Source: an optimization exercise on an open RTL-to-GDS flow (aim: small area). Production flows keep margins and buffers that such runs may drop. In this exercise RTL edits were held to simulation tests only and were not proved equivalent to the original. No activity file was given, so power comes from the tool's default toggle rates.

Design dual_adc_moving_average_scaler_unit, start of the top module:
module dual_adc_moving_average_scaler_unit (
	input  wire logic                   clk,
	input  wire logic                   arst_n,
	input  wire logic                   psel,
	input  wire logic                   penable,
	input  wire logic                   pwrite,
	input  wire logic [PADDR_W-1:0]     paddr,
	input  wire logic [PDATA_W-1:0]     pwdata,
	output logic      [PDATA_W-1:0]     prdata,
	output logic                        pready,
	input  wire logic                   in_valid,
	output logic                        in_ready,
	input  wire logic [SAMPLE_BITS-1:0] battery_sample,
	input  wire logic [SAMPLE_BITS-1:0] thermistor_sample,
	output logic                        out_valid,
	input  wire logic                   out_ready,
	output logic      [OUT_W-1:0]       battery_mv,
	output logic signed [OUT_W-1:0]     temperature_centi_c,
	output logic                        window_full
);
clock: 10.0 ns
lec_check: 0
cap_margin: 20
core_margin: 2
core_utilization: 75
slew_margin: 20
standard.sh (not shown) runs the stock make flow with config.mk's settings and CLKGATE_MAP_FILE= SYNTH_SCRIPT=/design/flow/synth_recipe.tcl, a recipe that flattens the netlist after the stock synthesis.
==> flow/flow/run.sh <==
#!/bin/bash
# Standard layout, with plain buf_1 port buffers and a clock tree without
# dummy loads. Every tool's output goes to a log file in this folder.
set -euo pipefail
export BUFFER_PORTS_ARGS="-buffer_cell sky130_fd_sc_hd__buf_1"
export CTS_ARGS="-sink_clustering_enable -repair_clock_nets -dont_use_dummy_load -sink_clustering_size 18 -sink_clustering_max_diameter 50 -buf_list sky130_fd_sc_hd__clkbuf_8"
bash standard.sh > standard.log 2>&1
The starting point went through all stages and came out clean.
==> next run, changes <==
--- a/flow/flow/run.sh
+++ b/flow/flow/run.sh
@@ -6 +6 @@
-export CTS_ARGS="-sink_clustering_enable -repair_clock_nets -dont_use_dummy_load -sink_clustering_size 18 -sink_clustering_max_diameter 50 -buf_list sky130_fd_sc_hd__clkbuf_8"
+export CTS_ARGS="-sink_clustering_enable -repair_clock_nets -dont_use_dummy_load -sink_clustering_size 10 -sink_clustering_max_diameter 40 -buf_list {sky130_fd_sc_hd__clkbuf_2 sky130_fd_sc_hd__clkbuf_4}"
CORE_UTILIZATION = 65   (was 75)
Effect: Cell area stays flat; total power shrinks by 1.3%; combinational power shrinks by about 3%.
==> next run, changes <==
--- a/flow/flow/run.sh
+++ b/flow/flow/run.sh
@@ -6 +6 @@
-export CTS_ARGS="-sink_clustering_enable -repair_clock_nets -dont_use_dummy_load -sink_clustering_size 10 -sink_clustering_max_diameter 40 -buf_list {sky130_fd_sc_hd__clkbuf_2 sky130_fd_sc_hd__clkbuf_4}"
+export CTS_ARGS="-sink_clustering_enable -repair_clock_nets -dont_use_dummy_load -sink_clustering_size 20 -sink_clustering_max_diameter 60 -buf_list sky130_fd_sc_hd__clkbuf_8"
After rerunning: Routed wire length is lower by 1.0%; combinational power stays flat; worst setup slack degrades by 0.13 ns; area after synthesis is unchanged.
==> next run, changes <==
CAP_MARGIN = 0   (was 20)
SLEW_MARGIN = 0   (was 20)
=> Synthesized area is unchanged; global-route usage is unchanged; utilization stays flat; fmax is about the same; register-to-register slack is about the same; worst setup slack got worse by 0.0067 ns; wire length hardly moves; clock power barely changes; hold slack is about the same; clock-buffer cell count does not change; total power is about the same.

---

## run C
Another version of the RTL of dual_adc_moving_average_scaler_unit (not shown whole).
Size: ~990 cells after synthesis, roughly 140 I/O pins, about 13,000 um^2 of cells after synthesis.
make LEC_CHECK=0 CAP_MARGIN=20 CORE_MARGIN=2 CORE_UTILIZATION=40 CTS_BUF_LIST=sky130_fd_sc_hd__clkbuf_4 SLEW_MARGIN=20 finish   # period 10.0 ns
run.sh (not shown) runs the stock make flow with config.mk's settings and CLKGATE_MAP_FILE= SYNTH_SCRIPT=/design/flow/synth_recipe.tcl, a recipe that flattens the netlist after the stock synthesis.
Stock flow here: none of the scripts above is used.
Inputs modified between run C and run E:
-- flow/config.mk --
<<< run C, line 10
export CORE_UTILIZATION = 40
export CTS_BUF_LIST = sky130_fd_sc_hd__clkbuf_4
>>> run E, line 10
export CORE_UTILIZATION = 65
export CTS_BUF_LIST = sky130_fd_sc_hd__clkbuf_4 sky130_fd_sc_hd__clkbuf_8
export CTS_CLUSTER_SIZE = 30
Diff run C -> run E: logic depth of the worst register-to-register path moved down, post-layout instance area moved down. Going from run C to run E, power increased by 0.61% relative to the old numbers, least setup slack across all paths after layout decreased by 0.059 ns relative to the old numbers, area of the die decreased by 38% relative to the old numbers. When run E is set beside run C, its portion of the clock cycle consumed by the worst path in the final layout turns out to be 0.59 points larger.

## afterwards: timing with drivers on the ports
In the flow no input, the clock included, has a driving cell. The finished layouts below were timed again as built, in two steps. Step 1, drivers: a clkbuf_16 drives clk and a buf_2 each remaining input, both assumed. Step 2 moves the port delays by t, midway between the first and last clock arrival at a register: inputs arrive t later, outputs are due t later. That takes back most of the time a late clock gives input paths. Three values: ideal, step 1, step 2; two values: the first two.
run | shift t [ns] | setup WS [ns] | worst setup path at the end | worst slew at a driven data input, ns | cell pins on the clock port's net
the first run of note 1 | 0.582 | 0.509 / 0.509 / 0.509 | register to register | 0.06 | 1
the second run of note 1 | 0.649 | 0.655 / 0.655 / 0.655 | register to register | 0.07 | 1
the third run of note 1 | 0.586 | 0.529 / 0.529 / 0.529 | register to register | 0.07 | 1
the fourth run of note 1 | 0.587 | 0.523 / 0.523 / 0.523 | register to register | 0.07 | 1
run C | 0.744 | 3.776 / 3.752 / 3.752 | input to output | 0.05 | 1
run E | 0.606 | 3.717 / 3.695 / 3.695 | input to output | 0.04 | 1
After both steps setup and hold are still met in every run listed. The setup slack of run C, which loses most, moves by -0.024 ns with the drivers and by -0.024 ns with both steps.
